Context: an optimization exercise on an open-source flow, tuned for small area and a short achievable clock period. The choices shown serve that exercise and are no tape-out recipe.
At most, simulation tests tie the RTL to the original design; equivalence was not proved.
No activity file was given, so power comes from the tool's default toggle rates.

Design csr_unit, start of the top module:
module csr_unit (
    input  logic                      clk,
    input  logic                      rst,
    input  logic                      new_request,
    input  logic [12-1:0]    csr_addr,
    input  logic [1:0]                csr_op,
    input  logic [32-1:0]      rs1,
    input  logic                      read_regs,
    input  logic                      commit,
    input  logic                      exception_valid,
    input  logic [4-1:0]   exception_code,
    input  logic [32-1:0]      exception_pc,
    input  logic                      mret,
    input  logic                      instruction_complete,
    output logic                      csr_exception,
    output logic [32-1:0]      wb_csr,
    output logic [32-1:0]      trap_pc,
    output logic [32-1:0]      csr_mepc,
    output logic [1:0]                current_privilege
);
Size: about 1500 cells after synthesis, about 190 I/O pins, roughly 14000 um2 of cells after synthesis.
clock: 4.2 ns
lec_check: 0
abc_clock_period_in_ps: 3000
cap_margin: 20
core_margin: 2
core_utilization: 40
setup_slack_margin: 1.2
slew_margin: 20
run.sh (not shown) runs the stock make flow with config.mk's settings and CLKGATE_MAP_FILE= SYNTH_SCRIPT=/design/flow/synth_recipe.tcl, a recipe that flattens the netlist after the stock synthesis.
Change:
- ABC_CLOCK_PERIOD_IN_PS: 3000 -> default
- SETUP_SLACK_MARGIN: 1.2 -> default
Effect: The new run completed without violations. Via count shrinks by about 2%. Setup slack loses 0.81 ns. Power grows by 4.2%. Register-to-register slack loses 0.21 ns. Clock skew shrinks by 0.0040 ns. Wire length shrinks by 3.8%. Final area shrinks by 4.0%. Global-route usage shrinks by 1.0 points. Flip-flop and latch count stays the same. Clock-buffer cell count shrinks by 1. Clock power grows by about 10%.

---

csr_unit, a different RTL version from the one above (not shown whole).
For scale: about 1600 cells after synthesis, roughly 290 flip-flops, ~190 I/O pins, about 0.015 sq mm of cells after synthesis.
clock: 4.2 ns
lec_check: 0
cap_margin: 20
core_margin: 2
core_utilization: 40
setup_slack_margin: 1.95
slew_margin: 20
synth_hierarchical: 1
standard.sh (not shown) runs the stock make flow with config.mk's settings and CLKGATE_MAP_FILE= SYNTH_SCRIPT=/design/flow/synth_recipe.tcl, a recipe that flattens the netlist after the stock synthesis.
==> flow/flow/run.sh <==
#!/bin/bash
# Standard layout, with the port buffers inserted as buf_1 (the resizer sizes them up where timing needs it)
set -euo pipefail
export BUFFER_PORTS_ARGS="-buffer_cell sky130_fd_sc_hd__buf_1"
bash standard.sh finish > standard.log 2>&1
Then changed:
SETUP_SLACK_MARGIN = 1.8   (was 1.95)
- power is lower by a few percent
- cell area is lower by a little under a tenth
- setup slack degrades by 7.8 ps
- synthesized cell count stays the same
- utilization is lower by 4.6 points
- clock power is lower by roughly a tenth
- non-clock buffer count is lower by 61
- global-route usage is lower by 1.3 points
- synthesized area is unchanged
- combinational power is lower by a few percent
- sequential cell count stays the same
No run of this note included a check of the RTL's function; only the layout flow was run.

---

Another version of the RTL of csr_unit (not shown whole).
Size in the first run: roughly 1,400 cells after synthesis, about 190 I/O pins, about 0.015 sq mm of cells after synthesis.
clock: 4.2 ns
lec_check: 0
cap_margin: 20
core_margin: 2
core_utilization: 40
cts_buf_list: sky130_fd_sc_hd__clkbuf_8
cts_cluster_diameter: 60
cts_cluster_size: 12
setup_slack_margin: 1.75
slew_margin: 20
synth_hierarchical: 1
Scripts as last shown in full above: flow/flow/run.sh
Then changed:
Settings changed: CTS_BUF_LIST sky130_fd_sc_hd__clkbuf_8 to unset, CTS_CLUSTER_DIAMETER 60 to unset, CTS_CLUSTER_SIZE 12 to unset.
What happened: The changed run went through all stages and came out clean; first-iteration DRC count is lower by about 9%; design area went up by 4.7%; global-route usage climbs by 0.47 points; wire length came out higher by 0.55%; non-clock buffer count rises by 2; via count climbs by 1.3%; area after synthesis is unchanged; sequential share of layout area shrinks by 1.8 points; worst setup slack gets better by 0.0071 ns; combinational power rises by about 2%; hold slack improves by 0.024 ns.
Function was not checked in any run of this note: the RTL went through the layout flow alone.

---

Setup of run A:
csr_unit, a different RTL version from the one above (not shown whole).
Size in the first run: roughly 1,600 cells after synthesis, about 290 flip-flops, ~190 I/O pins, about 15,000 um^2 of cells after synthesis.
export LEC_CHECK = 0
export CAP_MARGIN = 20
export CORE_MARGIN = 2
export CORE_UTILIZATION = 40
export CTS_BUF_LIST = sky130_fd_sc_hd__clkbuf_4 sky130_fd_sc_hd__clkbuf_8
export SETUP_SLACK_MARGIN = 1.9
export SLEW_MARGIN = 20
export SYNTH_HIERARCHICAL = 1
create_clock -name core_clock -period 4.2 [get_ports {clk}]
Scripts as last shown in full above: flow/flow/run.sh
Run A: flow completed, timing, DRC and antenna clean
Setup changes, run A to run B
# run A
export LEC_CHECK = 0
export CAP_MARGIN = 20
export CORE_MARGIN = 2
export CORE_UTILIZATION = 40
export CTS_BUF_LIST = sky130_fd_sc_hd__clkbuf_4 sky130_fd_sc_hd__clkbuf_8
export SETUP_SLACK_MARGIN = 1.9
export SLEW_MARGIN = 20
export SYNTH_HIERARCHICAL = 1
create_clock -name core_clock -period 4.2 [get_ports {clk}]
# run B
export LEC_CHECK = 0
export CAP_MARGIN = 20
export CORE_MARGIN = 2
export CORE_UTILIZATION = 40
export SETUP_SLACK_MARGIN = 1.9
export SLEW_MARGIN = 20
export SYNTH_HIERARCHICAL = 1
create_clock -name core_clock -period 4.2 [get_ports {clk}]
==> flow/run.sh (new file) <==
#!/bin/bash
# synth_recipe.tcl (not shown) runs the flow's synth.tcl, then flattens the netlist and writes it again
# the make line also repeats each setting of config.mk as NAME=value (left out here)
make -C /OpenROAD-flow-scripts/flow DESIGN_CONFIG=/design/flow/config.mk WORK_HOME=/design/flow/orfs CLKGATE_MAP_FILE= SYNTH_SCRIPT=/design/flow/synth_recipe.tcl finish
removed: flow/flow/run.sh
removed: flow/standard.sh
Findings:
Between run B and run A, it is run B whose final clock period utilization by the worst path is lower, by 2.6 points.
Of run A and run B, the lower largest stage delay on the critical path belongs to run A.
Lower sequential share of power was reported by run B, not run A.
Reported for run A and run B, reported max-cap violation count turned out identical to the last digit.
Run B leaves more setup margin than run A.
Min clock insertion delay at the later pin of the skew report across run A and run B: run B
Against run A, run B reports a layout overhead on the synthesized area that is higher.
Run B has wire length below what run A had.
Run B gives more utilization than run A did.
--- input diff run B..run C ---
# run B
export LEC_CHECK = 0
export CAP_MARGIN = 20
export CORE_MARGIN = 2
export CORE_UTILIZATION = 40
export SETUP_SLACK_MARGIN = 1.9
export SLEW_MARGIN = 20
export SYNTH_HIERARCHICAL = 1
create_clock -name core_clock -period 4.2 [get_ports {clk}]
# run C
export LEC_CHECK = 0
export CAP_MARGIN = 20
export CORE_MARGIN = 2
export CORE_UTILIZATION = 40
export CTS_CLUSTER_DIAMETER = 100
export CTS_CLUSTER_SIZE = 30
export SETUP_SLACK_MARGIN = 2.0
export SLEW_MARGIN = 20
export SYNTH_HIERARCHICAL = 1
create_clock -name core_clock -period 4.2 [get_ports {clk}]
==> flow/flow/run.sh (new file) <==
#!/bin/bash
# Standard layout, with the port buffers inserted as buf_1 (the resizer sizes them up where timing needs it)
set -euo pipefail
export BUFFER_PORTS_ARGS="-buffer_cell sky130_fd_sc_hd__buf_1"
bash standard.sh finish > standard.log 2>&1
==> flow/standard.sh (new file) <==
#!/bin/bash
# synth_recipe.tcl (not shown) runs the flow's synth.tcl, then flattens the netlist and writes it again
# the make line also repeats each setting of config.mk as NAME=value (left out here)
make -C /OpenROAD-flow-scripts/flow DESIGN_CONFIG=/design/flow/config.mk WORK_HOME=/design/flow/orfs CLKGATE_MAP_FILE= SYNTH_SCRIPT=/design/flow/synth_recipe.tcl "${@:-finish}"
removed: flow/run.sh
--- outcome ---
Run C has less setup slack than run B. Summary of run C over run B: cell depth of the worst min-delay path stayed essentially flat; wire length on met1 picked up an extra about 0.5%; path depth of the worst reg2reg path has increased. Run B -> run C: number of nets in the layout increased by a few percent. Share of the clock period used by the worst path is higher on run C. Final critical-path required period: run C higher than run B. Row total instance count after detailed placement: run C lower / run B higher. Comparing run C and run B, the lower total met3 wirelength after detailed routing was measured on run B.

---

csr_unit, a different RTL version from the one above (not shown whole).
Size: about 1400 cells after synthesis, roughly 190 I/O pins.
export LEC_CHECK = 0
export CAP_MARGIN = 20
export CORE_MARGIN = 2
export CORE_UTILIZATION = 40
export CTS_BUF_LIST = sky130_fd_sc_hd__clkbuf_8
export CTS_CLUSTER_DIAMETER = 60
export CTS_CLUSTER_SIZE = 12
export SETUP_SLACK_MARGIN = 1.75
export SLEW_MARGIN = 20
export SYNTH_HIERARCHICAL = 1
create_clock -name core_clock -period 4.2 [get_ports {clk}]
==> flow/flow/run.sh <==
#!/bin/bash
# Standard layout (standard.sh) with two changes:
# - the port buffers are inserted as buf_1 (later repair sizes them up where needed);
# - before floorplan, every combinational cell is set to the smallest drive
#   strength of its function (downsize.tcl); the floorplan, placement and CTS
#   repair steps then size up what timing, slew and capacitance need.
# ORFS writes each step's full log under orfs/logs/; make's output goes to standard.log.
set -euo pipefail
here="$(cd "$(dirname "${BASH_SOURCE[0]}")" && pwd)"
export BUFFER_PORTS_ARGS="-buffer_cell sky130_fd_sc_hd__buf_1"
export PRE_FLOORPLAN_TCL="$here/downsize.tcl"
bash standard.sh finish > standard.log 2>&1
==> flow/flow/downsize.tcl <==
# Before floorplan: set every combinational cell to the smallest drive
# strength of its function. The floorplan, placement and CTS repair steps
# then size up what timing, slew and capacitance need.
set db [ord::get_db]
set block [ord::get_db_block]
set n 0
foreach inst [$block getInsts] {
  set master [$inst getMaster]
  set name [$master getName]
  if { ![regexp {^(sky130_fd_sc_hd__[a-z0-9]+)_([0-9]+)$} $name -> base drive] } { continue }
  if { [regexp {__(df|edf|sdf|dl|sedf|conb|clk|tap|fill|decap|diode|lpflow|probe)} $base] } { continue }
  set best $master
  set best_area [expr { [$master getWidth] * [$master getHeight] }]
  foreach d {0 1 2} {
    set cand [$db findMaster "${base}_$d"]
    if { $cand == "NULL" || $cand == "" } { continue }
    set a [expr { [$cand getWidth] * [$cand getHeight] }]
    if { $a < $best_area } {
      set best $cand
      set best_area $a
    }
  }
  if { $best != $master } {
    $inst swapMaster $best
    incr n
  }
}
puts "downsize: $n cells set to a smaller drive strength"
The baseline produced a clean layout.
Rerun with:
CTS_BUF_LIST = default   (was sky130_fd_sc_hd__clkbuf_8)
CTS_CLUSTER_DIAMETER = default   (was 60)
CTS_CLUSTER_SIZE = default   (was 12)
After rerunning: Synthesized cell count is unchanged; flip-flop and latch count is unchanged; final area grows by a few percent; power grows by about a fifth; cell count hardly moves; non-clock buffer count grows by 2; worst setup slack barely changes; count of clock-buffer cells in the layout grows by 15; sequential share of layout area shrinks by 1.5 points; sequential power is about the same.

-- port drivers added, routing unchanged --
In the flow no input, the clock included, has a driving cell. The finished layouts below were timed again as built, in two steps.
Step 1 (the two cells are an assumption about what drives the block):
set clk [get_ports {clk}]
set_driving_cell -lib_cell sky130_fd_sc_hd__clkbuf_16 $clk
set_driving_cell -lib_cell sky130_fd_sc_hd__buf_2 [delete_from_list [all_inputs] $clk]
Step 2 also shifts input and output timing later by t, the mid clock arrival at the registers, as if the neighbouring blocks saw the same clock.
a / b / c = no drivers / after step 1 / after step 2; a / b = the first two.
run	t, ns	setup WS [ns]	hold slack, ns
the first run of note 1	0.601	0.942 / 0.911 / 0.445	0.440 / 0.440 / 0.440
the second run of note 1	0.609	0.129 / 0.103 / -0.032	0.437 / 0.437 / 0.437
the first run of note 2	0.574	1.691 / 1.646 / 1.229	0.493 / 0.493 / 0.493
the second run of note 2	0.553	1.683 / 1.632 / 1.259	0.480 / 0.480 / 0.480
the first run of note 3	0.631	1.660 / 1.600 / 1.091	0.464 / 0.451 / 0.490
the second run of note 3	0.555	1.668 / 1.614 / 1.241	0.488 / 0.488 / 0.488
run A	0.633	1.597 / 1.552 / 1.275	0.450 / 0.429 / 0.450
run B	0.599	1.705 / 1.653 / 1.319	0.447 / 0.447 / 0.447
run C	0.566	1.638 / 1.597 / 1.284	0.457 / 0.457 / 0.457
the first run of note 5	0.630	1.635 / 1.614 / 1.244	0.504 / 0.481 / 0.507
the second run of note 5	0.552	1.634 / 1.611 / 1.330	0.501 / 0.501 / 0.501
Met with ideal ports but missed after step 2: setup timing in the second run of note 1. For the first run of note 3, which loses most, drivers alone change the setup slack by -0.060 ns; drivers and shift together by -0.569 ns.
